Context: an optimization exercise on an open-source flow, tuned for small area, a short achievable clock period and few clock cycles per item. The choices shown serve that exercise and are no tape-out recipe.
RTL that was checked went through simulation tests only; none was proved equivalent to the original.
For runs 1, 2 and 4, only the layout was checked, not whether the RTL still works.
Power figures rest on the tool's default switching activity, not on a simulated workload.

==> flow/design.v <==
`timescale 1ns / 1ps
`default_nettype none
package lotd_pkg;
  localparam int VerticesDef   = 64;
  localparam int LengthBitsDef = 12;
  localparam int EndW          = 6;
  localparam int LongestW      = 12;
endpackage
`default_nettype wire
`timescale 1ns / 1ps
`default_nettype none
module lotd_ctrl (
  input  wire logic clk_i,
  input  wire logic rst_ni,
  input  wire logic start_i,
  output logic      v1_o,
  output logic      v2_o,
  output logic      busy_o,
  output logic      done_o
);
  logic v1_q, v2_q, done_q;
  always_ff @(posedge clk_i or negedge rst_ni) begin
    if (!rst_ni) begin
      v1_q   <= 1'b0;
      v2_q   <= 1'b0;
      done_q <= 1'b0;
    end else begin
      v1_q   <= start_i;
      v2_q   <= v1_q;
      done_q <= v2_q;
    end
  end
  assign v1_o   = v1_q;
  assign v2_o   = v2_q;
  assign busy_o = 1'b0;
  assign done_o = done_q;
endmodule
`default_nettype wire
`timescale 1ns / 1ps
`default_nettype none
module lotd_dpath #(
  parameter int Vertices   = lotd_pkg::VerticesDef,
  parameter int LengthBits = lotd_pkg::LengthBitsDef
) (
  input  wire logic                       clk_i,
  input  wire logic                       rst_ni,
  input  wire logic                       v1_i,
  input  wire logic                       v2_i,
  input  wire logic                       cmd_in_i,
  input  wire logic [lotd_pkg::EndW-1:0]  end_a_i,
  input  wire logic [lotd_pkg::EndW-1:0]  end_b_i,
  output logic [lotd_pkg::LongestW-1:0]   longest_length_o,
  output logic                            saturated_o
);
  localparam int AW = lotd_pkg::EndW;
  localparam int LW = LengthBits;
  localparam logic [LW-1:0] LenMax = '1;
  logic [LW-1:0] mem [Vertices];
  logic                c1_q;
  logic [AW-1:0]       a1_q, b1_q;
  logic [31:0]         sa1_q, sb1_q;                       
  logic [7:0]          ga1_q, gb1_q;                       
  logic                e2_aa_q, e2_ab_q, e2_ba_q, e2_bb_q;   
  logic                p3a_q, p3b_q;                         
  logic                c2_q;
  logic [AW-1:0]       a2_q, b2_q;
  logic [LW-1:0]       la2_q, lb2_q;
  logic [Vertices-1:0] we3_q;
  logic [LW-1:0]       wd3_q;
  logic [LW-1:0]       run_q, out_q;
  logic                sat_q, osat_q;
  function automatic logic [LW-1:0] sat_inc(input logic [LW-1:0] v);
    sat_inc = (v == LenMax) ? v : v + 1'b1;
  endfunction
  logic          edge2, clr2, a_ge_b, b_ge_a, wa, wb, grow;
  logic [LW-1:0] inc_a, inc_b, incm, run_d;
  logic          sat_d;
  assign edge2  = v2_i & c2_q;
  assign clr2   = v2_i & ~c2_q;
  assign a_ge_b = la2_q >= lb2_q;
  assign b_ge_a = lb2_q >= la2_q;
  assign inc_a  = sat_inc(la2_q);
  assign inc_b  = sat_inc(lb2_q);
  assign incm   = a_ge_b ? inc_a : inc_b;
  assign wa     = edge2 & b_ge_a;
  assign wb     = edge2 & a_ge_b;
  assign grow   = edge2 & ((la2_q == run_q) | (lb2_q == run_q));
  always_comb begin
    run_d = run_q;
    sat_d = sat_q;
    if (clr2) begin
      run_d = '0;
      sat_d = 1'b0;
    end else if (grow) begin
      run_d = sat_inc(run_q);
      sat_d = sat_q | (&run_q[LW-1:1]);
    end
  end
  always_ff @(posedge clk_i or negedge rst_ni) begin
    if (!rst_ni) begin
      run_q  <= '0;
      sat_q  <= 1'b0;
      wd3_q  <= '0;
    end else begin
      run_q  <= run_d;
      sat_q  <= sat_d;
      wd3_q  <= clr2 ? '0 : incm;
    end
  end
  always_ff @(posedge clk_i or negedge rst_ni) begin
    if (!rst_ni) begin
      we3_q <= '1;
    end else begin
      for (int v = 0; v < Vertices; v++) begin
        we3_q[v] <= clr2 | (wa & (a2_q == AW'(v))) | (wb & (b2_q == AW'(v)));
      end
    end
  end
  always_ff @(posedge clk_i) begin
    out_q  <= run_d;
    osat_q <= sat_d;
  end
  always_ff @(posedge clk_i) begin
    for (int v = 0; v < Vertices; v++) begin
      if (we3_q[v]) begin
        mem[v] <= wd3_q;
      end
    end
  end
  logic          p3a_d, p3b_d, hit_a, hit_b;
  logic [LW-1:0] rd_a, rd_b, la_fwd, lb_fwd;
  always_comb begin
    rd_a = '0;
    rd_b = '0;
    for (int g = 0; g < 8; g++) begin
      logic [LW-1:0] ta, tb;
      ta = '0;
      tb = '0;
      for (int l = 0; l < 8; l++) begin
        ta = ta | (mem[8*g+l] & {LW{sa1_q[8*(g/2)+l]}});
        tb = tb | (mem[8*g+l] & {LW{sb1_q[8*(g/2)+l]}});
      end
      rd_a = rd_a | (ta & {LW{ga1_q[g]}});
      rd_b = rd_b | (tb & {LW{gb1_q[g]}});
    end
  end
  assign hit_a  = (wa & e2_aa_q) | (wb & e2_ab_q);
  assign hit_b  = (wa & e2_ba_q) | (wb & e2_bb_q);
  assign la_fwd = clr2 ? '0 : (hit_a ? incm : (rd_a | (wd3_q & {LW{p3a_q}})));
  assign lb_fwd = clr2 ? '0 : (hit_b ? incm : (rd_b | (wd3_q & {LW{p3b_q}})));
  assign p3a_d = clr2 | (wa & (end_a_i == a2_q)) | (wb & (end_a_i == b2_q));
  assign p3b_d = clr2 | (wa & (end_b_i == a2_q)) | (wb & (end_b_i == b2_q));
  always_ff @(posedge clk_i) begin
    c1_q    <= cmd_in_i;
    a1_q    <= end_a_i;
    b1_q    <= end_b_i;
    sa1_q   <= 32'(1) << {end_a_i[5:4], end_a_i[2:0]};
    sb1_q   <= 32'(1) << {end_b_i[5:4], end_b_i[2:0]};
    ga1_q   <= p3a_d ? 8'd0 : 8'(1) << end_a_i[5:3];
    gb1_q   <= p3b_d ? 8'd0 : 8'(1) << end_b_i[5:3];
    p3a_q   <= p3a_d;
    p3b_q   <= p3b_d;
    e2_aa_q <= end_a_i == a1_q;
    e2_ab_q <= end_a_i == b1_q;
    e2_ba_q <= end_b_i == a1_q;
    e2_bb_q <= end_b_i == b1_q;
    c2_q    <= c1_q;
    a2_q    <= a1_q;
    b2_q    <= b1_q;
    la2_q   <= la_fwd;
    lb2_q   <= lb_fwd;
  end
  assign longest_length_o = lotd_pkg::LongestW'(out_q);
  assign saturated_o      = osat_q;
endmodule
`default_nettype wire
`timescale 1ns / 1ps
`default_nettype none
module longest_ordered_trail_dp #(
  parameter int VERTICES    = lotd_pkg::VerticesDef,
  parameter int LENGTH_BITS = lotd_pkg::LengthBitsDef
) (
  input  wire logic                          clk_i,
  input  wire logic                          rst_ni,
  input  wire logic                          start,
  output logic                               busy,
  input  wire logic                          cmd_i,
  input  wire logic [lotd_pkg::EndW-1:0]     end_a_i,
  input  wire logic [lotd_pkg::EndW-1:0]     end_b_i,
  output logic                               done_o,
  output logic [lotd_pkg::LongestW-1:0]      longest_length_o,
  output logic                               saturated_o
);
  logic v1, v2;
  lotd_ctrl u_ctrl (
    .clk_i  (clk_i),
    .rst_ni (rst_ni),
    .start_i(start),
    .v1_o   (v1),
    .v2_o   (v2),
    .busy_o (busy),
    .done_o (done_o)
  );
  lotd_dpath #(
    .Vertices  (VERTICES),
    .LengthBits(LENGTH_BITS)
  ) u_dpath (
    .clk_i           (clk_i),
    .rst_ni          (rst_ni),
    .v1_i            (v1),
    .v2_i            (v2),
    .cmd_in_i        (cmd_i),
    .end_a_i         (end_a_i),
    .end_b_i         (end_b_i),
    .longest_length_o(longest_length_o),
    .saturated_o     (saturated_o)
  );
endmodule
`default_nettype wire
==> flow/run.sh <==
#!/bin/bash
# synth_recipe.tcl (not shown) runs the flow's synth.tcl, then flattens the netlist and writes it again
# the make line also repeats each setting of config.mk as NAME=value (left out here)
make -C /OpenROAD-flow-scripts/flow DESIGN_CONFIG=/design/flow/config.mk WORK_HOME=/design/flow/orfs CLKGATE_MAP_FILE= SYNTH_SCRIPT=/design/flow/synth_recipe.tcl finish
==> flow/config.mk <==
export PLATFORM = sky130hd
export DESIGN_NAME = longest_ordered_trail_dp
export DESIGN_NICKNAME = longest_ordered_trail_dp
export VERILOG_FILES = /design/flow/design.v
export SDC_FILE = /design/flow/constraint.sdc
export NUM_CORES = 4
export LEC_CHECK = 0
export CAP_MARGIN = 20
export CORE_MARGIN = 2
export CORE_UTILIZATION = 35
export SETUP_SLACK_MARGIN = 3.0
export SLEW_MARGIN = 20
==> flow/constraint.sdc <==
create_clock -name core_clock -period 5.5 [get_ports {clk_i}]
set_input_delay 1.1000 -clock core_clock [delete_from_list [all_inputs] [get_ports {clk_i}]]
set_output_delay 1.1000 -clock core_clock [all_outputs]
set_load 0.01 [all_outputs]
==> impl_metrics.yaml, run 1 <==
sta:
  max_freq_ghz: 0.343
  worst_pin_slew_ns: 1.12
  holdWs_ns: 0.327
  relSlewSlack_pct: 25.1
  slew_viol_final: 0
  fin_crit_sh_pct: 52.9
  min_period_ns: 2.91
  setup_violations: 0
  final.setup_skew_ns: 0.0426
  hold_viol: 0
  setup_tns_ns: 0
  worst_slack_ns: 2.59
  rsz0062_at_grt: "true"
floorplan:
  die_w_um: 348
  fp.coreArea_um2: 118000
  die_height_um: 348
  ios: 31
  die-area_um2: 121000
  initial_core_util_pct: 35.1
  fp-row-count: 126
clocking:
  htreeDepth: 3
  clock_sinks: 1009
  cts_tree: "built"
  clk_latency_ns: 0.72
  path_clk_slew_ns: 0.06
  cts_buffers: 104
  cts_buffer_depth: 3
  root_buffer: "clkbuf_16"
critical_path:
  reg2reg_from: "u_dpath.sa1_q[20]"
  arrival_ns: 3.46
  crit_type: "flop to flop"
  cp-end-kind: "flop"
  r2r-end: "u_dpath.la2_q[4]"
  rr_worst_depth: 8
  critPathLaunchType: "flop"
  startpoint: "u_dpath.sa1_q[20]"
  path_cells: "buf_12 > buf_8 > a22oi_2 > nand4_1 > a222oi_1 > nand4_1 > a31oi_2 > a211oi_1"
  cpPeakStageDelay_ns: 0.56
  cp.required_ns: 6.05
  cp_slowest_cell: "a222oi_1"
  crit_top_cell: "nand4_1"
  crit_fanout: 6
  rrSetupSlack_ns: 2.59
final_layout:
  final_cells: 4757
  final_util_pct: 43.1
  nNetsFinal: 3161
  fillerInstances: 10400
  areaGrowthSynthToFinish_pct: 22.7
  drive_above_1_share_pct: 23.7
yosys:
  ys.flop_type: "edfxtp_1"
  async_flop_share_pct: 9.12
  synthCells: 2945
  ys_seq_area_share_pct: 68.8
  ys_seq_elements: 1009
  syn_avg_cell_area_um2: 14.0
  ys_warn_count: 3
  synth_cell_types: 61
  syn_nets: 2976
  synth_edf_count: 768
  syn_area_um2: 41300
placed_design:
  dp_hpwl_um: 92900
  dpl.cell_count: 4373
  pre_cts_slack_ns: 1.89
  gp_congestion: 0.994
  io_buffer_count: 29
routing:
  route.final.wire_length_um: 160000
  drt_iter0_markers: 5710
  wl_met3_um: 22600
  met1Wirelength_um: 57700
  drt-wirelength-per-cell_um: 33.7
  drtPass1Iterations: 15
  vias: 31900
  ant_nets: 0
  vias_per_cell: 6.70
  highest_layer: "met5"
  dr_wl_met2_um: 69900
  drc: 0
global_route:
  grt_overflow: 0
  track_usage_pct: 25.4
  grt_pass1_vias: 29600
  grt_max_degree: 70
  antenna_found_initial: 8
  grt_pass1_wl_um: 221000
pwr:
  power.switching_mw: 5.51
  pwr-share-clk_pct: 35.1
  power_density_nw_per_um2: 392
  p_seq_share_pct: 50.3
  p_leak_nw: 16.6
  power_frac_comb_pct: 14.6
  switching_share_pct: 27.7
  p_int_mw: 14.4
  peakVddDrop_uv: 272
worst_hold_path:
  hold_start: "u_dpath.c1_q"
  min_path_type: "flop to flop"
  whs_path_depth: 0
  min_to: "u_dpath.c2_q"
run_status:
  status: "finished clean"
job:
  cap_violations: 0
## power groups by stage
stage / clock network [mW] / registers, mW / logic, mW
detailed placement: 0 / 10.1 / 1.67
floorplan: 0 / 9.91 / 0.853
finish: 6.99 / 10.0 / 2.90
CTS: 7.02 / 9.95 / 2.19
global route: 7.32 / 10.1 / 2.97
global placement: 0 / 10.1 / 1.65
## how the worst max path moves through the flow
| stage | slack [ns] | cells past startpoint | endpoint |
|---|---|---|---|
| floorplan | 3.00 | 10 | u_dpath.we3_q[22] |
| global placement | 1.93 | 6 | u_dpath.ga1_q[1] |
| detailed placement | 1.89 | 6 | u_dpath.ga1_q[5] |
| CTS | 2.83 | 7 | u_dpath.lb2_q[1] |
| global route | 2.70 | 7 | u_dpath.lb2_q[5] |
| finish | 2.59 | 8 | u_dpath.la2_q[4] |
## cell usage in the layout, fill, tap and decap left out, types with 29 or more instances in the layout
cell type,count
clkbuf_16,107
o221ai_2,53
nand3_1,31
buf_4,177
edfxtp_1,768
xnor2_1,29
nand4_1,238
dfxtp_1,99
nand2_1,45
a22oi_1,778
xor2_1,48
buf_12,39
nor2_1,99
dfstp_2,64
dfxtp_4,34
a22oi_2,62
## synth_stat cells (3+ instances only)
master,n,area share [%]
o21ai_1,3,0.036
dfrtp_1,28,1.7
a31oi_1,29,0.44
a21oi_1,17,0.21
ha_1,15,0.45
dfstp_2,64,4.1
nand2_1,46,0.42
nor2b_1,16,0.24
nor4_1,16,0.24
a22oi_1,840,15
or3_1,8,0.12
nand2b_1,13,0.20
edfxtp_1,768,56
nand4_1,238,3.6
a211oi_1,31,0.56
or2_2,3,0.045
nor4b_1,4,0.085
and2_1,5,0.076
clkbuf_1,207,1.9
xnor2_1,29,0.61
nor3_1,20,0.24
and3_1,10,0.15
buf_1,7,0.064
mux2i_1,15,0.36
o21a_1,3,0.055
buf_2,9,0.11
and4_1,5,0.11
o221ai_1,59,1.3
o211ai_1,3,0.055
o21ai_0,15,0.18
mux2_2,7,0.19
nor3b_1,3,0.055
a41o_1,3,0.073
a222oi_1,24,0.58
nand3_1,41,0.50
inv_1,18,0.16
dfxtp_1,149,7.2
xor2_1,48,1.0
nor2_1,99,0.90
## flip-flops by register name (all words and copies together) (netlist names), 6 cells and up
name / cells
u_dpath.lb2_q: 12
u_dpath.run_q: 12
u_dpath.ga1_q: 8
u_dpath.out_q: 12
u_dpath.sa1_q: 32
u_dpath.la2_q: 12
u_dpath.a2_q: 6
u_dpath.b2_q: 6
u_dpath.we3_q: 64
u_dpath.a1_q: 6
u_dpath.b1_q: 6
u_dpath.mem: 768
u_dpath.gb1_q: 8
u_dpath.sb1_q: 32
u_dpath.wd3_q: 12
## layout make-up
cell class	instances	area, um^2	share of cell area, %
clock inverters	50	449	0.886
clock buffers	144	2910	5.74
flip-flops and latches	1009	28600	56.4
multi-input cells	1698	13400	26.3
well taps	1536	1920	3.79
inverters	18	67.6	0.133
repair buffers	299	3390	6.69
diodes	3	7.51	0.0148
## critical path: cells and delay by family, from the launching register on
family / cells / cell delay (ns)
buf+inv: 2 / 0.29
simple gates: 2 / 0.91
flops: 1 / 0.37
compound gates: 4 / 1.19
## per-stage QoR
step                      instance area (um^2)  total power, mW
after floorplan                          41300             10.8
after global placement                   43400             11.7
after detailed placement                 43400             11.8
after CTS                                49400             19.2
after global routing                     50700             20.3
final                                    50700             19.9
## repair_timing
item,CTS,global route
hold buffers,0,0
resized for setup,316,153
pin swaps,68,101
hold endpoints to repair,0,0
endpoints found under the setup margin,136,140
buffers inserted,108,52
cloned,20,6
## routing by layer
layer | global-route usage [%] | vias up
met2 | 38.2 | 2691
met4 | 12.9 | 12
met3 | 7.76 | 573
li1 | - | 12800
met5 | 0.320 | -
met1 | 33.1 | 15900
## logic make-up after synthesis
logic type               after synthesis  synth area share, %
flip-flops                          1009                 68.8
AO/OA/AOI/OAI                       1045                 19.2
other                                  1              0.00908
adder cells (fa/ha/maj)               15                0.454
AND/OR/NAND/NOR                      533                 7.13
XOR/XNOR                              77                 1.63
buffers and inverters                243                 2.25
multiplexers                          22                0.554
==> run 2: changes to the inputs <==
--- a/flow/config.mk
+++ b/flow/config.mk
@@ -7,6 +7,7 @@
 export LEC_CHECK = 0
 export CAP_MARGIN = 20
 export CORE_MARGIN = 2
-export CORE_UTILIZATION = 35
+export CORE_UTILIZATION = 30
 export SETUP_SLACK_MARGIN = 3.0
 export SLEW_MARGIN = 20
+export TNS_END_PERCENT = 20
==> run 2 against run 1 <==
  * Still clean on timing, DRC and antenna
  * Register-to-register slack worse by 0.04 ns
  * Combinational power is 17% lower
  * Global-route usage decreased by 3.7 points
  * Cell count rose by 4.0%
  * Critical path depth is 1 lower
  * Synthesized area unchanged
  * Worst setup slack worse by 0.044 ns
  * Largest cell class unchanged
==> impl_metrics.yaml, run 2 <==
run_status:
  status: "finished clean"
yosys:
  synth_top_cell_area_share_pct: 55.8
  synth_cell_types: 61
  ys.flop_type: "edfxtp_1"
  syn_avg_cell_area_um2: 14.0
  ys_warn_count: 3
  synth_area_leaders: "edfxtp_1 56%, a22oi_1 15%, dfxtp_1 7.2%"
  ys_seq_elements: 1009
  async_flop_share_pct: 9.12
  syn_area_um2: 41300
  synth_common_cells: "840 x a22oi_1, 768 x edfxtp_1, 238 x nand4_1, 207 x clkbuf_1, 149 x dfxtp_1"
  syn_nets: 2976
  yosysMostFrequentCell: "a22oi_1"
  ys_seq_area_share_pct: 68.8
  synth_edf_count: 768
  synthCells: 2945
  synth_largest_area_cell: "edfxtp_1"
floorplan:
  ios: 31
  die-area_um2: 141000
  fp-row-count: 136
  initial_core_util_pct: 30.1
  fp.coreArea_um2: 137000
  die_w_um: 375
  die_height_um: 375
routing:
  vias: 31600
  vias_per_cell: 6.38
  drc: 0
  drt_iter0_markers: 5775
  drt-wirelength-per-cell_um: 32.5
  drtPass1Iterations: 10
  ant_nets: 0
  route.final.wire_length_um: 161000
sta:
  fin_crit_sh_pct: 53.8
  setup_tns_ns: 0
  max_freq_ghz: 0.338
  hold_viol: 0
  worst_slack_ns: 2.54
  min_period_ns: 2.96
  slew_viol_final: 0
  final.setup_skew_ns: 0.0326
  worst_pin_slew_ns: 1.17
  rsz0062_at_grt: "true"
  relSlewSlack_pct: 21.9
  setup_violations: 0
pwr:
  p_leak_nw: 16.2
  peakVddDrop_uv: 304
  power_density_nw_per_um2: 392
final_layout:
  top_register: "u_dpath.mem"
  drive_above_1_share_pct: 18.9
  largest_reg_flops: 768
  final_common_cell: "a22oi_1"
  reg.largest.list: "u_dpath.mem: 768 flops, u_dpath.we3_q: 64 flops"
  nNetsFinal: 3101
  mostFrequentLayoutCells: "810 x a22oi_1, 768 x edfxtp_1, 238 x nand4_1"
  areaGrowthSynthToFinish_pct: 21.1
global_route:
  grt_overflow: 0
  antenna_found_initial: 7
  grt_pass1_wl_um: 222000
  grt_pass1_vias: 29700
  track_usage_pct: 21.7
  grt_max_degree: 71
clocking:
  htreeDepth: 3
  cts_tree: "built"
  hold_buffers: 0
  root_buffer: "clkbuf_16"
  cts_buffer_depth: 3
  path_clk_slew_ns: 0.06
  cts_buffers: 102
  clk_latency_ns: 0.70
  clock_sinks: 1009
critical_path:
  arrival_ns: 3.48
  crit_fanout: 24
  critPathLaunchType: "flop"
  crit_type: "flop to flop"
  cp.required_ns: 6.03
  cp-end-kind: "flop"
job:
  cap_violations: 0
worst_hold_path:
  min_path_type: "flop to flop"
placed_design:
  io_buffer_count: 29
  dp_hpwl_um: 92700
  pre_cts_slack_ns: 2.02
  gp_congestion: 0.981
run 2: cell counts after synthesis:
Identical to the previous run, type by type.
run 2: path summary, 6_finish.rpt:
kind | start | endpoint | slack [ns] | cells after the start
worst max-delay path | u_dpath.sb1_q[19] | u_dpath.lb2_q[9] | 2.54 | 7
worst min-delay path | u_dpath.c1_q | u_dpath.c2_q | 0.33 | 0
worst max register to register | u_dpath.sb1_q[19] | u_dpath.lb2_q[9] | 2.54 | 7
worst min register to register | u_dpath.c1_q | u_dpath.c2_q | 0.33 | 0
max in group asynchronous | rst_ni | u_dpath.wd3_q[9] | 3.96 | 2
min in group asynchronous | rst_ni | u_dpath.run_q[9] | 0.43 | 1
run 2: layout make-up:
class,instances,area (um^2)
flip-flops and latches,1009,28600
diodes,2,5.00
clock inverters,41,529
inverters,18,70.1
clock buffers,146,2950
multi-input cells,1696,12600
repair buffers,243,3080
well taps,1794,2240
fillers,12800,87100
run 2: what timing repair did:
action                     in CTS  in global routing
pin swaps                      33                 34
resized for setup             199                107
setup endpoints to repair     142                150
buffers inserted               76                 29
gates cloned                   19                  8
run 2: metrics by stage:
stage	instances	cell area [um^2]	total power [mW]	util, %	hold slack (ns)
after floorplan	2945	41300	10.8	-	0.310
after global placement	4626	43700	11.7	31.8	0.312
after detailed placement	4628	43700	11.8	31.9	0.314
after CTS	4910	49200	19.3	35.9	0.328
after global routing	4947	50000	20.1	36.5	0.338
final	4949	50000	19.6	36.5	0.326
run 2: critical path: stages (launching register included):
cell	delay (ns)
dfxtp_1	0.31
buf_6	0.20
a22oi_2	0.22
nand4_1	0.21
a222oi_1	0.95
nand4_1	0.52
a31oi_1	0.30
a211oi_1	0.08
run 2: cell families (layout without fill, tap and decap cells):
kind of cell             after synthesis  after routing  share of synthesized area (%)
AO/OA/AOI/OAI                       1045           1045                           19.2
flip-flops                          1009           1009                           68.8
AND/OR/NAND/NOR                      533            536                           7.13
buffers and inverters                243            448                           2.25
XOR/XNOR                              77             77                           1.63
multiplexers                          22             22                          0.554
adder cells (fa/ha/maj)               15             15                          0.454
other                                  1              3                        0.00908
run 2: where the power goes:
part	switching, mW	internal [mW]	leakage (nW)
Sequential	0.752	9.24	9.70
Clock	2.96	4.29	1.70
Combinational	1.53	0.873	4.77
run 2: per-layer routing:
layer  up-vias  wire [um]  GRT usage (%)
met5         -        120          0.309
met3       542      23400           6.87
met1     15700      57000           27.9
met2      2704      69100           32.4
li1      12600          -              -
met4        12      11200           12.0
==> run 3: changes to the inputs <==
--- a/flow/design.v
+++ b/flow/design.v
@@ -64,7 +64,9 @@
   logic                p3a_q, p3b_q;                         
   logic                c2_q;
   logic [AW-1:0]       a2_q, b2_q;
-  logic [LW-1:0]       la2_q, lb2_q;
+  logic [LW-1:0]       rda2_q, rdb2_q;    
+  logic                hita2_q, hitb2_q;  
+  logic [LW-1:0]       la2, lb2;
   logic [Vertices-1:0] we3_q;
   logic [LW-1:0]       wd3_q;
   logic [LW-1:0]       run_q, out_q;
@@ -75,16 +77,18 @@
   logic          edge2, clr2, a_ge_b, b_ge_a, wa, wb, grow;
   logic [LW-1:0] inc_a, inc_b, incm, run_d;
   logic          sat_d;
+  assign la2    = hita2_q ? wd3_q : rda2_q;
+  assign lb2    = hitb2_q ? wd3_q : rdb2_q;
   assign edge2  = v2_i & c2_q;
   assign clr2   = v2_i & ~c2_q;
-  assign a_ge_b = la2_q >= lb2_q;
-  assign b_ge_a = lb2_q >= la2_q;
-  assign inc_a  = sat_inc(la2_q);
-  assign inc_b  = sat_inc(lb2_q);
+  assign a_ge_b = la2 >= lb2;
+  assign b_ge_a = lb2 >= la2;
+  assign inc_a  = sat_inc(la2);
+  assign inc_b  = sat_inc(lb2);
   assign incm   = a_ge_b ? inc_a : inc_b;
   assign wa     = edge2 & b_ge_a;
   assign wb     = edge2 & a_ge_b;
-  assign grow   = edge2 & ((la2_q == run_q) | (lb2_q == run_q));
+  assign grow   = edge2 & ((la2 == run_q) | (lb2 == run_q));
   always_comb begin
     run_d = run_q;
     sat_d = sat_q;
@@ -127,8 +131,8 @@
       end
     end
   end
-  logic          p3a_d, p3b_d, hit_a, hit_b;
-  logic [LW-1:0] rd_a, rd_b, la_fwd, lb_fwd;
+  logic          p3a_d, p3b_d;
+  logic [LW-1:0] rd_a, rd_b;
   always_comb begin
     rd_a = '0;
     rd_b = '0;
@@ -144,10 +148,6 @@
       rd_b = rd_b | (tb & {LW{gb1_q[g]}});
     end
   end
-  assign hit_a  = (wa & e2_aa_q) | (wb & e2_ab_q);
-  assign hit_b  = (wa & e2_ba_q) | (wb & e2_bb_q);
-  assign la_fwd = clr2 ? '0 : (hit_a ? incm : (rd_a | (wd3_q & {LW{p3a_q}})));
-  assign lb_fwd = clr2 ? '0 : (hit_b ? incm : (rd_b | (wd3_q & {LW{p3b_q}})));
   assign p3a_d = clr2 | (wa & (end_a_i == a2_q)) | (wb & (end_a_i == b2_q));
   assign p3b_d = clr2 | (wa & (end_b_i == a2_q)) | (wb & (end_b_i == b2_q));
   always_ff @(posedge clk_i) begin
@@ -167,8 +167,10 @@
     c2_q    <= c1_q;
     a2_q    <= a1_q;
     b2_q    <= b1_q;
-    la2_q   <= la_fwd;
-    lb2_q   <= lb_fwd;
+    rda2_q  <= rd_a | (wd3_q & {LW{p3a_q}});
+    rdb2_q  <= rd_b | (wd3_q & {LW{p3b_q}});
+    hita2_q <= clr2 | (wa & e2_aa_q) | (wb & e2_ab_q);
+    hitb2_q <= clr2 | (wa & e2_ba_q) | (wb & e2_bb_q);
   end
   assign longest_length_o = lotd_pkg::LongestW'(out_q);
   assign saturated_o      = osat_q;
--- a/flow/config.mk
+++ b/flow/config.mk
@@ -8,6 +8,5 @@
 export CAP_MARGIN = 20
 export CORE_MARGIN = 2
 export CORE_UTILIZATION = 30
-export SETUP_SLACK_MARGIN = 3.0
+export SETUP_SLACK_MARGIN = 3.2
 export SLEW_MARGIN = 20
-export TNS_END_PERCENT = 20
==> run 3 against run 2 <==
  * Still clean on timing, DRC and antenna
  * Register-to-register slack got worse by 0.04 ns
  * First-iteration DRC count fell by 1.8%
  * Clock skew rose by 0.0066 ns
  * Wire length rose by 3.7%
  * Sequential power rose by 8%
  * Synthesized cell count fell by 0.51%
  * Core utilization rose by 0.55 points
  * Worst setup slack got worse by 0.038 ns
  * Cell count rose by 0.44%
  * Critical path type unchanged
  * Critical endpoint is now u_dpath.wd3_q[11]
==> impl_metrics.yaml, run 3 <==
run_status:
  status: "finished clean"
final_layout:
  areaGrowthSynthToFinish_pct: 22.6
  reg.largest.list: "u_dpath.mem: 768 flops, u_dpath.we3_q: 64 flops"
  final_common_cell: "edfxtp_1"
  nNetsFinal: 3120
  largest_reg_flops: 768
  drive_above_1_share_pct: 23.6
  top_register: "u_dpath.mem"
  mostFrequentLayoutCells: "768 x edfxtp_1, 767 x a22oi_1, 211 x nand4_1"
  fillerInstances: 12600
critical_path:
  reg2reg_from: "u_dpath.hitb2_q"
  startpoint: "u_dpath.hitb2_q"
  cp_slowest_cell: "dfxtp_4"
  r2r-end: "u_dpath.wd3_q[11]"
  cpPeakStageDelay_ns: 0.45
  rrSetupSlack_ns: 2.51
  cp-end-kind: "flop"
  crit_fanout: 6
  path_cells: "buf_12 > mux2i_4 > inv_1 > ha_1 > nand4_1 > or2_1 > a21o_1 > o2111a_2 > nor2_4 > buf_6 > buf_6 > buf_16 > o211ai_1 > a21oi_1"
  critPathLaunchType: "flop"
  critical_path.endpoint: "u_dpath.wd3_q[11]"
  cp.required_ns: 6.11
  crit_type: "flop to flop"
  crit_top_cell: "buf_6"
  rr_worst_depth: 14
  arrival_ns: 3.61
clocking:
  clock_sinks: 1011
  htreeDepth: 3
  root_buffer: "clkbuf_16"
  hold_buffers: 0
  cts_buffer_depth: 3
  cts_buffers: 102
  path_clk_slew_ns: 0.07
  clk_latency_ns: 0.71
  cts_tree: "built"
global_route:
  grt_pass1_wl_um: 227000
  grt_max_degree: 69
  track_usage_pct: 22.3
  grt_pass1_vias: 29300
  antenna_found_initial: 6
  grt_overflow: 0
routing:
  vias_per_cell: 6.38
  ant_nets: 0
  route.final.wire_length_um: 167000
  vias: 31700
  drc: 0
  drtPass1Iterations: 7
  drt-wirelength-per-cell_um: 33.5
  drt_iter0_markers: 5672
floorplan:
  die_w_um: 376
  die_height_um: 376
  fp-row-count: 136
  fp.coreArea_um2: 137000
  initial_core_util_pct: 30.2
  ios: 31
  die-area_um2: 141000
yosys:
  ys_warn_count: 3
  synth_largest_area_cell: "edfxtp_1"
  synthCells: 2930
  yosysMostFrequentCell: "a22oi_1"
  ys.flop_type: "edfxtp_1"
  ys_seq_area_share_pct: 68.6
  synth_area_leaders: "edfxtp_1 56%, a22oi_1 14%, dfxtp_1 7.3%"
  synth_edf_count: 768
  syn_nets: 2961
  syn_avg_cell_area_um2: 14.2
  ys_seq_elements: 1011
  async_flop_share_pct: 9.10
  syn_area_um2: 41500
  synth_cell_types: 71
  synth_common_cells: "792 x a22oi_1, 768 x edfxtp_1, 211 x nand4_1, 202 x clkbuf_1, 151 x dfxtp_1"
  synth_top_cell_area_share_pct: 55.6
sta:
  final.setup_skew_ns: 0.0393
  slew_viol_final: 0
  setup_tns_ns: 0
  hold_viol: 0
  max_freq_ghz: 0.334
  relSlewSlack_pct: 11.4
  rsz0062_at_grt: "true"
  setup_violations: 0
  min_period_ns: 2.99
  worst_pin_slew_ns: 1.33
  fin_crit_sh_pct: 54.4
pwr:
  power_density_nw_per_um2: 439
  peakVddDrop_uv: 289
  total_power_mw: 22.3
  p_leak_nw: 16.3
worst_hold_path:
  min_path_type: "input port to asynchronous set/reset pin"
placed_design:
  dp_hpwl_um: 92500
  io_buffer_count: 29
  gp_congestion: 0.971
job:
  cap_violations: 0
run 3: layout make-up:
cell class	instances	area [um^2]	share of cell area, %
well taps	1794	2240	4.41
clock buffers	140	2900	5.70
clock inverters	50	472	0.927
repair buffers	266	3030	5.96
flip-flops and latches	1011	28600	56.2
inverters	23	86.3	0.170
diodes	2	5.00	0.00984
multi-input cells	1685	13500	26.6
run 3: power by group:
group          switching, mW  internal (mW)
combinational           2.76           1.68
sequential             0.916           9.92
clock                   3.04           4.02
run 3: kinds of logic after synthesis:
family,after synthesis,synth area share (%)
DFF,1011,68.6
AOI/OAI and AO/OA,1005,18.6
and+or+nand+nor,548,7.35
buffers and inverters,238,2.30
xor gates and xnor gates,85,1.80
muxes,27,0.887
adders and majority gates,15,0.453
other,1,0.00904
run 3: worst min path at each step:
stage	startpoint	end	slack, ns	depth (start not counted)
CTS	rst_ni	u_ctrl.v1_q	0.33	1
detailed placement	u_dpath.c1_q	u_dpath.c2_q	0.33	0
floorplan	u_dpath.c1_q	u_dpath.c2_q	0.31	0
global placement	u_dpath.c1_q	u_dpath.c2_q	0.31	0
finish	rst_ni	u_dpath.wd3_q[5]	0.33	1
global route	rst_ni	u_dpath.run_q[9]	0.35	1
run 3: timing repair:
item	CTS	global route
pin swaps	46	89
setup endpoints to repair	161	153
setup buffers	83	61
gates resized for setup	192	210
cloned	7	12
endpoints found under the hold margin	0	0
run 3: per-layer routing:
layer	global-route usage (%)	wire (um)
met4	12.9	11400
met1	29.1	60200
met5	0	28
met3	6.54	23500
met2	33.1	71500
run 3: through the flow:
stage / std cells / util, % / cell area, um^2 / hold slack (ns) / worst slack [ns]
2_1_floorplan: 2930 / - / 42000 / 0.310 / 2.62
3_3_place_gp: 4615 / 32.2 / 44200 / 0.315 / 1.10
3_5_place_dp: 4615 / 32.2 / 44200 / 0.331 / 0.959
4_1_cts: 4895 / 35.8 / 49100 / 0.326 / 2.58
5_1_grt: 4970 / 37.0 / 50900 / 0.347 / 2.45
6_report: 4971 / 37.0 / 50900 / 0.328 / 2.51
run 3: critical path, delay by kind of cell (launching register included):
| kind | cells | cell delay, ns |
|---|---|---|
| fa+ha+maj | 1 | 0.28 |
| flops | 1 | 0.45 |
| simple gates | 3 | 0.69 |
| compound gates | 4 | 0.60 |
| buf+inv | 5 | 0.63 |
| mux | 1 | 0.22 |
Testbench counts of run 3, summed over its fixed seeds: cycles 16,024, items 16,000.
==> run 4: changes to the inputs <==
--- a/flow/design.v
+++ b/flow/design.v
@@ -69,20 +69,32 @@
   logic [LW-1:0]       la2, lb2;
   logic [Vertices-1:0] we3_q;
   logic [LW-1:0]       wd3_q;
+  logic [LW-1:0]       wdf_q;    
   logic [LW-1:0]       run_q, out_q;
   logic                sat_q, osat_q;
   function automatic logic [LW-1:0] sat_inc(input logic [LW-1:0] v);
-    sat_inc = (v == LenMax) ? v : v + 1'b1;
+    for (int i = 0; i < LW; i++) begin
+      sat_inc[i] = (&v) | (v[i] ^ (&(v | ~((LW'(1) << i) - 1'b1))));
+    end
+  endfunction
+  function automatic logic greater(input logic [LW-1:0] x, input logic [LW-1:0] y);
+    logic [LW-1:0] g, e;
+    g = x & ~y;
+    e = ~(x ^ y);
+    greater = 1'b0;
+    for (int i = 0; i < LW; i++) begin
+      greater = greater | (g[i] & (&(e | ~(~LW'(0) << (i + 1)))));
+    end
   endfunction
   logic          edge2, clr2, a_ge_b, b_ge_a, wa, wb, grow;
   logic [LW-1:0] inc_a, inc_b, incm, run_d;
   logic          sat_d;
-  assign la2    = hita2_q ? wd3_q : rda2_q;
-  assign lb2    = hitb2_q ? wd3_q : rdb2_q;
+  assign la2    = hita2_q ? wdf_q : rda2_q;
+  assign lb2    = hitb2_q ? wdf_q : rdb2_q;
   assign edge2  = v2_i & c2_q;
   assign clr2   = v2_i & ~c2_q;
-  assign a_ge_b = la2 >= lb2;
-  assign b_ge_a = lb2 >= la2;
+  assign a_ge_b = ~greater(lb2, la2);
+  assign b_ge_a = ~greater(la2, lb2);
   assign inc_a  = sat_inc(la2);
   assign inc_b  = sat_inc(lb2);
   assign incm   = a_ge_b ? inc_a : inc_b;
@@ -122,6 +134,7 @@
   end
   always_ff @(posedge clk_i) begin
     out_q  <= run_d;
+    wdf_q  <= clr2 ? '0 : incm;
     osat_q <= sat_d;
   end
   always_ff @(posedge clk_i) begin
--- a/flow/config.mk
+++ b/flow/config.mk
@@ -8,5 +8,6 @@
 export CAP_MARGIN = 20
 export CORE_MARGIN = 2
 export CORE_UTILIZATION = 30
-export SETUP_SLACK_MARGIN = 3.2
+export SETUP_SLACK_MARGIN = 2.9
 export SLEW_MARGIN = 20
+export TNS_END_PERCENT = 20
==> run 4 against run 3 <==
  * Still clean
  * Maximum frequency up 4.4%
  * Clock skew down 0.010 ns
  * Cell count down 2.8%
  * Via count down 4.4%
  * Register-to-register slack better by 0.13 ns
  * Synthesized cell count down 1.8%
  * Combinational power down 49%
==> impl_metrics.yaml, run 4 <==
run_status:
  status: "finished clean"
sta:
  worst_pin_slew_ns: 1.19
  hold_viol: 0
  setup_tns_ns: 0
  max_freq_ghz: 0.349
  min_period_ns: 2.87
  relSlewSlack_pct: 20.4
  rsz0062_at_grt: "true"
  fin_crit_sh_pct: 52.1
  final.setup_skew_ns: 0.0288
  worst_slack_ns: 2.63
  slew_viol_final: 0
  setup_violations: 0
global_route:
  track_usage_pct: 20.2
  grt_overflow: 0
  grt_max_degree: 80
  grt_pass1_vias: 28000
  grt_pass1_wl_um: 209000
  antenna_found_initial: 9
yosys:
  synth_cell_types: 77
  syn_avg_cell_area_um2: 14.5
  synth_top_cell_area_share_pct: 55.4
  synthAdderAreaFrac_pct: 0.361
  ys_seq_elements: 1023
  syn_nets: 2905
  synth_largest_area_cell: "edfxtp_1"
  ys_warn_count: 3
  ys.flop_type: "edfxtp_1"
  synth_top_family_by_area: "compound AO/OA/AOI/OAI gates"
  synth_area_leaders: "edfxtp_1 55%, a22oi_1 14%, dfxtp_1 7.8%"
  synthCells: 2877
  ys_seq_area_share_pct: 68.9
  synth_common_cells: "792 x a22oi_1, 768 x edfxtp_1, 204 x nand4_1, 185 x clkbuf_1, 163 x dfxtp_1"
  synth-xor-area-share_pct: 1.70
  synth_edf_count: 768
  async_flop_share_pct: 8.99
  synthMuxAreaShare_pct: 0.802
  yosysMostFrequentCell: "a22oi_1"
  synth_compound_area_share_pct: 18.9
  syn_area_um2: 41600
  synthSimpleGateAreaFrac_pct: 7.02
placed_design:
  dp_hpwl_um: 89800
  io_buffer_count: 29
  gp_congestion: 0.963
  pre_cts_slack_ns: 2.02
floorplan:
  fp-row-count: 136
  die_w_um: 377
  ios: 31
  die_height_um: 377
  die-area_um2: 142000
  fp.coreArea_um2: 138000
  initial_core_util_pct: 30.3
final_layout:
  drive_above_1_share_pct: 15.7
  largest_reg_flops: 768
  areaGrowthSynthToFinish_pct: 16.0
  mostFrequentLayoutCells: "788 x a22oi_1, 768 x edfxtp_1, 204 x nand4_1"
  final_common_cell: "a22oi_1"
  reg.largest.list: "u_dpath.mem: 768 flops, u_dpath.we3_q: 64 flops"
  nNetsFinal: 2980
  top_register: "u_dpath.mem"
critical_path:
  path_cells: "buf_4 > a22oi_1 > nand4_1 > a222oi_1 > nand3_1"
  path_delay_family: "compound AO/OA/AOI/OAI gates"
  cp-end-kind: "flop"
  arrival_ns: 3.33
  cpPeakStageDelay_ns: 1.14
  cp.required_ns: 5.96
  crit_fanout: 14
  critPathLaunchType: "flop"
  crit_type: "flop to flop"
  cp_num_buf_inv: 1
  cp_slowest_cell: "a222oi_1"
clocking:
  root_buffer: "clkbuf_16"
  path_clk_slew_ns: 0.06
  cts_tree: "built"
  cts_buffers: 103
  clock_sinks: 1023
  cts_buffer_depth: 3
  clk_latency_ns: 0.69
  htreeDepth: 3
  hold_buffers: 0
pwr:
  power_density_nw_per_um2: 414
  p_int_mw: 14.6
  switching_share_pct: 27.2
  pwr-share-clk_pct: 34.9
  p_leak_nw: 15.6
  power.switching_mw: 5.44
  p_seq_share_pct: 53.8
  total_power_mw: 20.0
  power_frac_comb_pct: 11.3
  peakVddDrop_uv: 288
worst_hold_path:
  min_path_type: "input port to asynchronous set/reset pin"
routing:
  vias_per_cell: 6.27
  vias: 30300
  route.final.wire_length_um: 151000
  ant_nets: 0
  drt_iter0_markers: 5603
  drc: 0
  drt-wirelength-per-cell_um: 31.2
  drtPass1Iterations: 9
job:
  cap_violations: 0
-- run 4: cell families after synthesis --
kind of cell    after synthesis
simple gates                500
fa+ha+maj                    12
buf+inv                     233
mux                          25
compound gates             1002
other cells                   1
xor+xnor                     81
flops                      1023
-- run 4: power by group through the flow --
stage	Combinational, mW	Clock [mW]	Sequential, mW
2_1_floorplan	0.906	0	10.8
3_3_place_gp	2.06	0	10.9
3_5_place_dp	2.08	0	10.9
4_1_cts	2.11	7.06	10.7
5_1_grt	2.38	7.37	10.8
6_report	2.26	7.00	10.8
-- run 4: worst paths after layout --
kind | depth (start not counted) | slack, ns | end | start
max in group asynchronous | 2 | 3.96 | u_dpath.wd3_q[6] | rst_ni
min in group core_clock | 0 | 0.34 | u_dpath.c2_q | u_dpath.c1_q
worst min register to register | 0 | 0.34 | u_dpath.c2_q | u_dpath.c1_q
worst min-delay path | 1 | 0.28 | u_dpath.run_q[6] | rst_ni
worst max register to register | 5 | 2.63 | u_dpath.rdb2_q[7] | u_dpath.sb1_q[3]
worst max-delay path | 5 | 2.63 | u_dpath.rdb2_q[7] | u_dpath.sb1_q[3]
-- run 4: area by class of cell --
cell class | count | area (um^2)
fillers | 13000 | 89300
flip-flops and latches | 1023 | 28800
multi-input cells | 1623 | 12200
clock buffers | 147 | 2980
well taps | 1794 | 2240
repair buffers | 178 | 1650
clock inverters | 42 | 380
inverters | 23 | 86.3
diodes | 4 | 10.0
-- run 4: timing repair --
action,CTS,global route
pin swaps,5,16
resized for setup,13,85
gates cloned,1,7
buffers inserted,12,34
endpoints found under the setup margin,154,154
-- run 4: stage by stage --
step           area [um^2]  util (%)  hold slack, ns  cells
2_1_floorplan        41600         -           0.310   2877
3_3_place_gp         44000      32.0           0.330   4584
3_5_place_dp         44000      32.0           0.315   4586
4_1_cts              47600      34.5           0.260   4788
5_1_grt              48300      35.1           0.287   4831
6_report             48300      35.1           0.282   4834
-- run 4: worst reg2reg max path: cells and delay by family (launching register included) --
| family | cells | cell delay (ns) |
|---|---|---|
| AO/OA/AOI/OAI | 2 | 1.35 |
| AND/OR/NAND/NOR | 2 | 0.62 |
| flip-flops | 1 | 0.42 |
| buffers and inverters | 1 | 0.25 |
-- run 4: metal layers --
metal / global-route usage [%] / vias to the layer above / routed length [um]
li1: - / 12200 / -
met1: 27.4 / 15200 / 57400
met2: 30.6 / 2400 / 66300
met3: 5.65 / 405 / 20500
met4: 7.88 / 8 / 6830
met5: 0 / - / 56
==> run 5: changes to the inputs <==
--- a/flow/design.v
+++ b/flow/design.v
@@ -73,17 +73,19 @@
   logic [LW-1:0]       run_q, out_q;
   logic                sat_q, osat_q;
   function automatic logic [LW-1:0] sat_inc(input logic [LW-1:0] v);
+    logic [LW-1:0] m;
     for (int i = 0; i < LW; i++) begin
-      sat_inc[i] = (&v) | (v[i] ^ (&(v | ~((LW'(1) << i) - 1'b1))));
+      for (int j = 0; j < LW; j++) m[j] = (j >= i);
+      sat_inc[i] = (&v) | (v[i] ^ (&(v | m)));
     end
   endfunction
   function automatic logic greater(input logic [LW-1:0] x, input logic [LW-1:0] y);
-    logic [LW-1:0] g, e;
-    g = x & ~y;
+    logic [LW-1:0] e, m;
     e = ~(x ^ y);
     greater = 1'b0;
     for (int i = 0; i < LW; i++) begin
-      greater = greater | (g[i] & (&(e | ~(~LW'(0) << (i + 1)))));
+      for (int j = 0; j < LW; j++) m[j] = (j <= i);
+      greater = greater | (x[i] & ~y[i] & (&(e | m)));
     end
   endfunction
   logic          edge2, clr2, a_ge_b, b_ge_a, wa, wb, grow;
--- a/flow/config.mk
+++ b/flow/config.mk
@@ -8,6 +8,6 @@
 export CAP_MARGIN = 20
 export CORE_MARGIN = 2
 export CORE_UTILIZATION = 30
-export SETUP_SLACK_MARGIN = 2.9
+export SETUP_SLACK_MARGIN = 3.0
 export SLEW_MARGIN = 20
 export TNS_END_PERCENT = 20
==> run 5 against run 4 <==
  * Final area is 2.4% higher
  * Power is 6.9% higher
  * Still clean on timing, DRC and antenna
  * Worst hold slack better by 0.051 ns
  * Synthesized cell count is 3.0% higher
  * Sequential power is 4% higher
  * Critical endpoint is now u_dpath.rda2_q[7]
  * Global-route usage is 1.2 points higher
==> impl_metrics.yaml, run 5 <==
run_status:
  status: "finished clean"
yosys:
  async_flop_share_pct: 8.99
  syn_area_um2: 41900
  syn_nets: 3012
  ys_seq_area_share_pct: 68.6
  synth_top_cell_area_share_pct: 55.1
  synth_edf_count: 768
  synthCells: 2962
  ys_seq_elements: 1023
  ys_warn_count: 3
  synth_cell_types: 74
  synth_area_leaders: "edfxtp_1 55%, a22oi_1 14%, dfxtp_1 7.8%"
  synth_largest_area_cell: "edfxtp_1"
  syn_avg_cell_area_um2: 14.1
  ys.flop_type: "edfxtp_1"
  synth_common_cells: "792 x a22oi_1, 768 x edfxtp_1, 216 x nand4_1, 189 x clkbuf_1, 163 x dfxtp_1"
  yosysMostFrequentCell: "a22oi_1"
sta:
  min_period_ns: 3.07
  slew_viol_final: 0
  worst_slack_ns: 2.43
  hold_viol: 0
  fin_crit_sh_pct: 55.8
  setup_tns_ns: 0
  setup_violations: 0
  worst_pin_slew_ns: 1.30
  final.setup_skew_ns: 0.0368
  relSlewSlack_pct: 13.0
  rsz0062_at_grt: "true"
  max_freq_ghz: 0.326
global_route:
  grt_pass1_wl_um: 220000
  grt_pass1_vias: 29000
  track_usage_pct: 21.4
  grt_max_degree: 67
  antenna_found_initial: 11
  grt_overflow: 0
critical_path:
  arrival_ns: 3.51
  cp_slowest_cell: "a222oi_1"
  crit_type: "flop to flop"
  path_delay_family: "compound AO/OA/AOI/OAI gates"
  path_cells: "buf_4 > a22oi_1 > nand4_1 > a222oi_1 > nand3_1"
  cp_num_buf_inv: 1
  cp.required_ns: 5.94
  critPathLaunchType: "flop"
  cpPeakStageDelay_ns: 1.14
  cp-end-kind: "flop"
  crit_fanout: 14
routing:
  vias: 30800
  drt-wirelength-per-cell_um: 31.3
  drt_iter0_markers: 5801
  vias_per_cell: 6.13
  drc: 0
  ant_nets: 0
  route.final.wire_length_um: 158000
  drtPass1Iterations: 9
final_layout:
  fillerInstances: 13200
  areaGrowthSynthToFinish_pct: 18.2
  final_util_pct: 35.6
  final_common_cell: "a22oi_1"
  nNetsFinal: 3107
  mostFrequentLayoutCells: "792 x a22oi_1, 768 x edfxtp_1, 216 x nand4_1"
  reg.largest.list: "u_dpath.mem: 768 flops, u_dpath.we3_q: 64 flops"
  top_register: "u_dpath.mem"
  largest_reg_flops: 768
  drive_above_1_share_pct: 18.0
pwr:
  p_int_mw: 15.2
  p_leak_nw: 16.1
  power_frac_comb_pct: 14.7
  switching_share_pct: 28.8
  pwr-share-clk_pct: 33.1
  peakVddDrop_uv: 340
  power.switching_mw: 6.17
  p_seq_share_pct: 52.1
  power_density_nw_per_um2: 432
  total_power_mw: 21.4
clocking:
  root_buffer: "clkbuf_16"
  cts_buffer_depth: 3
  clk_latency_ns: 0.71
  cts_tree: "built"
  htreeDepth: 3
  cts_buffers: 106
  clock_sinks: 1023
  path_clk_slew_ns: 0.07
floorplan:
  fp.coreArea_um2: 139000
  die_height_um: 378
  die-area_um2: 143000
  die_w_um: 378
  fp-row-count: 137
  initial_core_util_pct: 30.1
  ios: 31
job:
  cap_violations: 0
placed_design:
  pre_cts_slack_ns: 1.74
  dp_hpwl_um: 95000
  gp_congestion: 1.00
  io_buffer_count: 29
worst_hold_path:
  min_path_type: "flop to flop"
[run 5: cell count changes after synthesis, moves of 8 or more]
cell,delta
a221o_1,-66
nand2_1,+37
o221ai_1,+27
a31oi_1,+25
ha_1,+22
o21ai_0,+19
nand4_1,+12
nand2b_1,-10
nor4_2,-10
o211ai_1,+9
nor4_1,-8
nor4b_1,-8
o22ai_1,-8
[run 5: layout make-up]
class	instances	area, um^2	share of cell area (%)
flip-flops and latches	1023	28700	58.1
multi-input cells	1702	13100	26.4
clock buffers	137	2890	5.85
well taps	1876	2350	4.74
repair buffers	198	1790	3.62
clock inverters	62	542	1.09
inverters	26	97.6	0.197
diodes	5	12.5	0.0253
[run 5: kinds of logic (layout without fill, tap and decap cells)]
group / after synthesis / count (layout) / share of synthesized area (%)
and+or+nand+nor: 537 / 541 / 7.23
AOI/OAI and AO/OA: 1017 / 1019 / 18.4
muxes: 25 / 25 / 0.678
DFF: 1023 / 1023 / 68.6
other: 1 / 6 / 0.00896
adders and majority gates: 34 / 34 / 1.02
buffers and inverters: 243 / 423 / 2.38
xor gates and xnor gates: 82 / 82 / 1.72
[run 5: metrics by stage]
stage,hold slack [ns],cell area [um^2],cells
6_report,0.333,49500,5029
4_1_cts,0.337,49000,5001
3_5_place_dp,0.320,44500,4744
3_3_place_gp,0.319,44500,4743
5_1_grt,0.338,49500,5024
2_1_floorplan,0.310,42000,2962
[run 5: metal layers]
metal / up-vias / global-route usage (%) / routed length, um
met2: 2398 / 32.1 / 69100
li1: 12500 / - / -
met4: 10 / 9.06 / 7380
met5: - / 0 / 60
met3: 383 / 6.57 / 22300
met1: 15500 / 28.5 / 58700
[run 5: power by group through the flow]
stage / clock [mW] / sequential, mW / combinational [mW]
after floorplan: 0 / 11.1 / 1.12
after global placement: 0 / 11.2 / 2.38
after detailed placement: 0 / 11.2 / 2.39
after CTS: 7.14 / 11.1 / 2.90
after global routing: 7.47 / 11.2 / 3.28
final: 7.09 / 11.2 / 3.15
[run 5: what timing repair did]
item | in CTS | in global routing
buffers inserted | 51 | 20
pin swaps | 27 | 32
gates resized for setup | 106 | 66
hold buffers | 0 | 0
setup endpoints to repair | 163 | 162
gates cloned | 7 | 2
[run 5: worst paths after layout]
check | endpoint | startpoint | cells past startpoint | slack [ns]
max | u_dpath.rda2_q[7] | u_dpath.sa1_q[22] | 5 | 2.43
min | u_dpath.c2_q | u_dpath.c1_q | 0 | 0.33
max reg2reg | u_dpath.rda2_q[7] | u_dpath.sa1_q[22] | 5 | 2.43
min reg2reg | u_dpath.c2_q | u_dpath.c1_q | 0 | 0.33
max in group asynchronous | u_dpath.we3_q[58] | rst_ni | 2 | 3.91
min in group asynchronous | u_dpath.run_q[2] | rst_ni | 1 | 0.43
Testbench counts of run 5, summed over its fixed seeds: cycles 16,024, items 16,000.
==> run 6: changes to the inputs <==
--- a/flow/config.mk
+++ b/flow/config.mk
@@ -8,6 +8,5 @@
 export CAP_MARGIN = 20
 export CORE_MARGIN = 2
 export CORE_UTILIZATION = 30
-export SETUP_SLACK_MARGIN = 3.0
+export SETUP_SLACK_MARGIN = 3.2
 export SLEW_MARGIN = 20
-export TNS_END_PERCENT = 20
==> run 6 against run 5 <==
  * Power rose by 2.0%
  * Clock skew is essentially flat
  * Via count is 1.2% higher
  * First-iteration DRC count is 7.7% lower
  * Highest routed layer unchanged
  * Critical endpoint is now u_dpath.we3_q[37]
  * Synthesized cell count did not move
  * Synthesized area unchanged
  * Cell count increased by 0.64%
  * Sequential power barely moved
  * Still clean
==> impl_metrics.yaml, run 6 <==
run_status:
  status: "finished clean"
global_route:
  met3_usage_pct: 5.89
  busiest_layer: "met2"
  antenna_found_initial: 7
  gr-usage-met2_pct: 31.5
  track_usage_pct: 21.2
  grt_pass1_vias: 29400
  grt_overflow: 0
  grt_pass1_wl_um: 219000
  grt_util_met1_pct: 28.3
  grt_max_degree: 67
sta:
  final.setup_skew_ns: 0.0371
  relSlewSlack_pct: 21.9
  min_period_ns: 2.76
  slew_viol_final: 0
  rsz0062_at_grt: "true"
  worst_pin_slew_ns: 1.17
  fin_crit_sh_pct: 50.1
  max_freq_ghz: 0.363
  hold_viol: 0
  setup_violations: 0
  setup_tns_ns: 0
pwr:
  pwr-share-clk_pct: 33.3
  p_seq_share_pct: 51.2
  power.switching_mw: 6.24
  power_density_nw_per_um2: 426
  peakVddDrop_uv: 269
  switching_share_pct: 28.6
  power_frac_comb_pct: 15.6
  p_int_mw: 15.6
  p_leak_nw: 16.8
yosys:
  synth_cell_types: 74
  synth_common_cells: "792 x a22oi_1, 768 x edfxtp_1, 216 x nand4_1, 189 x clkbuf_1, 163 x dfxtp_1"
  syn_area_um2: 41900
  ys.flop_type: "edfxtp_1"
  syn_avg_cell_area_um2: 14.1
  yosysMostFrequentCell: "a22oi_1"
  synth_top_cell_area_share_pct: 55.1
  ys_warn_count: 3
  synthCells: 2962
  syn_nets: 3012
  synth_edf_count: 768
  async_flop_share_pct: 8.99
  synth_area_leaders: "edfxtp_1 55%, a22oi_1 14%, dfxtp_1 7.8%"
  ys_seq_elements: 1023
  synth_largest_area_cell: "edfxtp_1"
  ys_seq_area_share_pct: 68.6
critical_path:
  r2r-end: "u_dpath.we3_q[37]"
  crit_fanout: 16
  arrival_ns: 3.36
  path_cells: "buf_8 > buf_6 > mux2i_4 > inv_2 > ha_2 > a21o_1 > a21o_1 > a211oi_2 > nor2b_4 > buf_12 > nand3b_4 > o221ai_1"
  cp_slowest_cell: "dfxtp_4"
  cp-end-kind: "flop"
  reg2reg_from: "u_dpath.hita2_q"
  crit_cells: 12
  critPathLaunchType: "flop"
  crit_type: "flop to flop"
  cp_num_buf_inv: 4
  path_delay_family: "compound AO/OA/AOI/OAI gates"
  rr_worst_depth: 12
  cp.required_ns: 6.10
  rrSetupSlack_ns: 2.74
  cpPeakStageDelay_ns: 0.44
  crit_top_cell: "a21o_1"
routing:
  vias: 31200
  ant_nets: 0
  drt-wirelength-per-cell_um: 31.1
  drc: 0
  drt_iter0_markers: 5354
  route.final.wire_length_um: 158000
  drtPass1Iterations: 9
  vias_per_cell: 6.16
clocking:
  cts_tree: "built"
  cts_buffer_depth: 3
  htreeDepth: 3
  root_buffer: "clkbuf_16"
  hold_buffers: 0
  cts_buffers: 106
  path_clk_slew_ns: 0.06
  clock_sinks: 1023
  clk_latency_ns: 0.71
floorplan:
  die-area_um2: 143000
  ios: 31
  fp-row-count: 137
  fp.coreArea_um2: 139000
  die_height_um: 378
  die_w_um: 378
  initial_core_util_pct: 30.1
final_layout:
  areaGrowthSynthToFinish_pct: 22.4
  nNetsFinal: 3146
  final_common_cell: "edfxtp_1"
  drive_above_1_share_pct: 22.4
  largest_reg_flops: 768
  reg.largest.list: "u_dpath.mem: 768 flops, u_dpath.we3_q: 64 flops"
  top_register: "u_dpath.mem"
  final_cells: 5061
  mostFrequentLayoutCells: "768 x edfxtp_1, 767 x a22oi_1, 216 x nand4_1"
job:
  cap_violations: 0
placed_design:
  io_buffer_count: 29
  dpl.cell_count: 4737
  gp_congestion: 0.939
  dp_hpwl_um: 89500
worst_hold_path:
  hold_start: "u_ctrl.v1_q"
  min_to: "u_ctrl.v2_q"
  whs_path_depth: 0
  min_path_type: "flop to flop"
## run 6: worst reg2reg max path, delay by kind of cell (launching register included)
family	cells	cell delay (ns)
buffers and inverters	4	0.50
AO/OA/AOI/OAI	4	0.92
flip-flops	1	0.44
multiplexers	1	0.23
adder cells (fa/ha/maj)	1	0.16
AND/OR/NAND/NOR	2	0.43
## run 6: through the flow
step                utilization (%)  total power, mW  area, um^2  hold WS [ns]  setup slack, ns
finish                         36.9             21.8       51200         0.354             2.74
floorplan                         -             12.2       42100         0.310             2.92
CTS                            36.3             21.5       50500         0.358             2.77
global placement               32.0             13.5       44500         0.338             1.43
global route                   36.9             22.4       51200         0.364             2.67
detailed placement             32.0             13.6       44500         0.353             1.46
## run 6: cells by family (layout without fill, tap and decap cells)
kind of cell | after synthesis | after routing | share of synthesized area [%]
fa+ha+maj | 34 | 34 | 1.02
buf+inv | 243 | 461 | 2.38
simple gates | 537 | 538 | 7.23
other cells | 1 | 3 | 0.00896
compound gates | 1017 | 1019 | 18.4
mux | 25 | 25 | 0.678
xor+xnor | 82 | 82 | 1.72
flops | 1023 | 1023 | 68.6
## run 6: power groups by stage
stage	Sequential, mW	Combinational [mW]	Clock [mW]
final	11.2	3.40	7.26
after global routing	11.3	3.54	7.61
after global placement	11.2	2.32	0
after floorplan	11.1	1.14	0
after detailed placement	11.2	2.35	0
after CTS	11.1	3.03	7.31
## run 6: area by class of cell
| type | count | area (um^2) |
|---|---|---|
| clock inverter | 58 | 566 |
| clock buffer | 137 | 2950 |
| multi-input combinational | 1699 | 13500 |
| fill | 12900 | 87800 |
| tap | 1876 | 2350 |
| timing repair buffer | 240 | 2940 |
| inverter | 26 | 97.6 |
| sequential | 1023 | 28800 |
| antenna | 2 | 5.00 |
## run 6: repair_timing
action                     CTS  global route
setup endpoints to repair  171           154
resized for setup          345            90
buffers inserted            86            20
cloned                      16             5
pin swaps                   55            52
hold endpoints to repair     0             0
## run 6: how the worst max path moves through the flow
stage	start	endpoint	slack, ns
3_3_place_gp	u_dpath.hitb2_q	u_dpath.we3_q[17]	1.43
6_report	u_dpath.hita2_q	u_dpath.we3_q[37]	2.74
3_5_place_dp	u_dpath.hitb2_q	u_dpath.we3_q[58]	1.46
5_1_grt	u_dpath.hita2_q	u_dpath.we3_q[2]	2.67
2_1_floorplan	u_dpath.hita2_q	u_dpath.wd3_q[1]	2.92
4_1_cts	u_dpath.hita2_q	u_dpath.we3_q[37]	2.77
## run 6: routing by layer
layer / routed length, um / up-vias / part of all wire, %
li1: - / 12600 / -
met5: 13 / - / 0.0082
met2: 68800 / 2574 / 44
met3: 21300 / 463 / 14
met1: 58700 / 15600 / 37
met4: 8830 / 2 / 5.6
==> run 7: changes to the inputs <==
--- a/flow/config.mk
+++ b/flow/config.mk
@@ -8,5 +8,7 @@
 export CAP_MARGIN = 20
 export CORE_MARGIN = 2
 export CORE_UTILIZATION = 30
+export CTS_CLUSTER_DIAMETER = 60
+export CTS_CLUSTER_SIZE = 25
 export SETUP_SLACK_MARGIN = 3.2
 export SLEW_MARGIN = 20
==> run 7 against run 6 <==
  * Still clean on timing, DRC and antenna
  * Wire length rose by 0.65%
  * Combinational power barely moved
  * Cell count barely moved
  * Clock power fell by 8.5%
  * Flip-flop and latch count did not move
  * Core utilization barely moved
  * Worst setup slack got worse by 0.11 ns
  * Die area did not move
  * Register-to-register slack got worse by 0.11 ns
==> impl_metrics.yaml, run 7 <==
yosys:
  synth_largest_area_cell: "edfxtp_1"
  ys_seq_area_share_pct: 68.6
  yosysMostFrequentCell: "a22oi_1"
  ys_warn_count: 3
  synthCells: 2962
  syn_area_um2: 41900
  syn_nets: 3012
  ys_seq_elements: 1023
  synth_cell_types: 74
  synth_common_cells: "792 x a22oi_1, 768 x edfxtp_1, 216 x nand4_1, 189 x clkbuf_1, 163 x dfxtp_1"
  synth_area_leaders: "edfxtp_1 55%, a22oi_1 14%, dfxtp_1 7.8%"
  ys.flop_type: "edfxtp_1"
  async_flop_share_pct: 8.99
  synth_top_cell_area_share_pct: 55.1
  syn_avg_cell_area_um2: 14.1
  synth_edf_count: 768
clocking:
  cts_buffer_depth: 3
  cts_tree: "built"
  path_clk_slew_ns: 0.09
  htreeDepth: 3
  cts_buffers: 84
  clock_sinks: 1023
  root_buffer: "clkbuf_16"
  hold_buffers: 0
  clk_latency_ns: 0.70
routing:
  drc: 0
  drtPass1Iterations: 9
  route.final.wire_length_um: 159000
  drt_iter0_markers: 5963
  vias_per_cell: 6.23
  vias: 31500
  ant_nets: 0
  drt-wirelength-per-cell_um: 31.3
final_layout:
  design_area_um2: 51200
  final_util_pct: 36.8
  nNetsFinal: 3161
  mostFrequentLayoutCells: "768 x edfxtp_1, 760 x a22oi_1, 216 x nand4_1"
  drive_above_1_share_pct: 23.4
  reg.largest.list: "u_dpath.mem: 768 flops, u_dpath.we3_q: 64 flops"
  top_register: "u_dpath.mem"
  areaGrowthSynthToFinish_pct: 22.2
  largest_reg_flops: 768
  final_common_cell: "edfxtp_1"
  final_cells: 5063
floorplan:
  die_height_um: 378
  ios: 31
  die-area_um2: 143000
  fp.coreArea_um2: 139000
  fp-row-count: 137
  die_w_um: 378
  initial_core_util_pct: 30.1
sta:
  relSlewSlack_pct: 17.8
  fin_crit_sh_pct: 52.1
  worst_pin_slew_ns: 1.23
  slew_viol_final: 0
  setup_violations: 0
  min_period_ns: 2.87
  hold_viol: 0
  final.setup_skew_ns: 0.0560
  rsz0062_at_grt: "true"
  max_freq_ghz: 0.349
  setup_tns_ns: 0
job:
  cap_violations: 0
pwr:
  power_density_nw_per_um2: 414
  p_leak_nw: 16.8
  peakVddDrop_uv: 400
critical_path:
  cp-end-kind: "flop"
  reg2reg_from: "u_dpath.hita2_q"
  critPathLaunchType: "flop"
  path_cells: "buf_12 > buf_12 > buf_12 > mux2i_4 > inv_2 > ha_4 > nand4_1 > a21oi_2 > o31a_1 > nor2b_4 > buf_12 > buf_6 > a32o_2 > buf_4 > nor4_2"
  arrival_ns: 3.47
  crit_type: "flop to flop"
  crit_fanout: 5
  crit_top_cell: "buf_12"
  cpPeakStageDelay_ns: 0.39
  cp.required_ns: 6.10
  cp_slowest_cell: "dfxtp_4"
  cp_num_buf_inv: 7
  path_delay_family: "buffers and inverters"
  startpoint: "u_dpath.hita2_q"
placed_design:
  dpl.cell_count: 4737
  dp_hpwl_um: 89500
  gp_congestion: 0.939
  io_buffer_count: 29
  dpl_cell_area_um2: 44500
global_route:
  antenna_found_initial: 12
  grt_max_degree: 67
  track_usage_pct: 20.9
  grt_overflow: 0
  grt_pass1_vias: 28700
  grt_pass1_wl_um: 216000
worst_hold_path:
  hold_start: "u_ctrl.v1_q"
  min_path_type: "flop to flop"
run_status:
  status: "finished clean"
run 7: changes by cell type in the layout (fill, tap and decap cells not counted), sizes merged, moves of 5 or more:
cell / before / now
inv: 32 / 61
bufinv: 9 / 1
buf: 209 / 242
clkinv: 37 / 28
clkbuf: 142 / 108
bufbuf: 12 / 5
clkinvlp: 6 / 1
run 7: final cells by class:
class | instances | area (um^2)
clock buffers | 93 | 2270
flip-flops and latches | 1023 | 28800
repair buffers | 276 | 3180
inverters | 26 | 97.6
clock inverters | 65 | 831
diodes | 4 | 10.0
well taps | 1876 | 2350
multi-input cells | 1700 | 13600
fillers | 12900 | 87800
run 7: through the flow:
step	hold WS [ns]	setup slack (ns)	power, mW
finish	0.339	2.63	21.2
detailed placement	0.353	1.46	13.6
global placement	0.338	1.43	13.5
CTS	0.340	2.66	20.9
global route	0.349	2.58	21.7
floorplan	0.310	2.92	12.2
run 7: logic make-up (layout without fill, tap and decap cells):
family | after synthesis | after routing | share of synthesized area [%]
AO/OA/AOI/OAI | 1017 | 1019 | 18.4
XOR/XNOR | 82 | 82 | 1.72
adder cells (fa/ha/maj) | 34 | 34 | 1.02
buffers and inverters | 243 | 460 | 2.38
flip-flops | 1023 | 1023 | 68.6
multiplexers | 25 | 25 | 0.678
other | 1 | 5 | 0.00896
AND/OR/NAND/NOR | 537 | 539 | 7.23
run 7: routing by layer:
metal | global-route usage (%) | part of all wire (%) | up-vias
met5 | 0 | 0.033 | -
met4 | 9.13 | 5.5 | 8
met3 | 5.36 | 13 | 488
met2 | 31.3 | 44 | 2580
met1 | 28.4 | 37 | 15800
li1 | - | - | 12600
run 7: path summary, 6_finish.rpt:
kind                            depth (start not counted)          endpoint  slack [ns]
worst max register to register                         15  u_dpath.ga1_q[1]        2.63
worst min register to register                          0       u_ctrl.v2_q        0.34
max in group asynchronous                               2  u_dpath.wd3_q[0]        3.92
worst max-delay path                                   15  u_dpath.ga1_q[1]        2.63
worst min-delay path                                    0       u_ctrl.v2_q        0.34
min in group asynchronous                               1  u_dpath.run_q[2]        0.40
run 7: power breakdown:
group | leakage [nW] | total (mW) | internal, mW | switching [mW]
Combinational | 5.55 | 3.37 | 1.25 | 2.12
Sequential | 9.75 | 11.2 | 10.1 | 1.06
Clock | 1.51 | 6.64 | 3.30 | 3.34
Total | 16.8 | 21.2 | 14.7 | 6.51
run 7: repair_timing:
item                                    4_1_cts  5_1_grt
cloned                                       11       14
pin swaps                                    60       63
buffers inserted                             76       63
endpoints found under the setup margin      171      151
resized for setup                           319      140

==> separate check: timing with driven ports <==
In the flow no input, the clock included, has a driving cell. The finished layouts below were timed again as built, in two steps.
Step 1 sets driving cells, clkbuf_16 on the clock port and buf_2 on the other inputs (assumed; they add their load-dependent delay and slew).
Step 2 adds t to the input delays and takes it off the output delays; t is the mean of the earliest and latest rising clock arrival at the registers after step 1. Input paths then give back, and output paths get back, about the clock's delay inside the block.
a / b / c = ideal ports / drivers / drivers and shift; a / b = the first two.
run	t, ns	setup slack, ns	hold WS [ns]	worst setup path at the end	worst register clock-pin slew, ns
run 1	0.766	2.588 / 2.588 / 2.424	0.327 / 0.327 / 0.327	input to register	0.07 / 0.07
run 2	0.751	2.543 / 2.543 / 2.272	0.326 / 0.326 / 0.326	input to register	0.07 / 0.07
run 3	0.775	2.505 / 2.505 / 2.112	0.328 / 0.267 / 0.346	input to register	0.07 / 0.07
run 4	0.748	2.632 / 2.632 / 2.156	0.282 / 0.274 / 0.341	input to register	0.07 / 0.07
run 5	0.773	2.433 / 2.433 / 2.056	0.333 / 0.333 / 0.333	input to register	0.07 / 0.07
run 6	0.766	2.742 / 2.742 / 2.157	0.354 / 0.354 / 0.354	input to register	0.07 / 0.07
run 7	0.744	2.632 / 2.632 / 1.924	0.339 / 0.339 / 0.339	input to register	0.10 / 0.10
After both steps setup and hold are still met in every run listed. The setup slack of run 7, which loses most, moves by 0.000 ns with the drivers and by -0.708 ns with both steps.
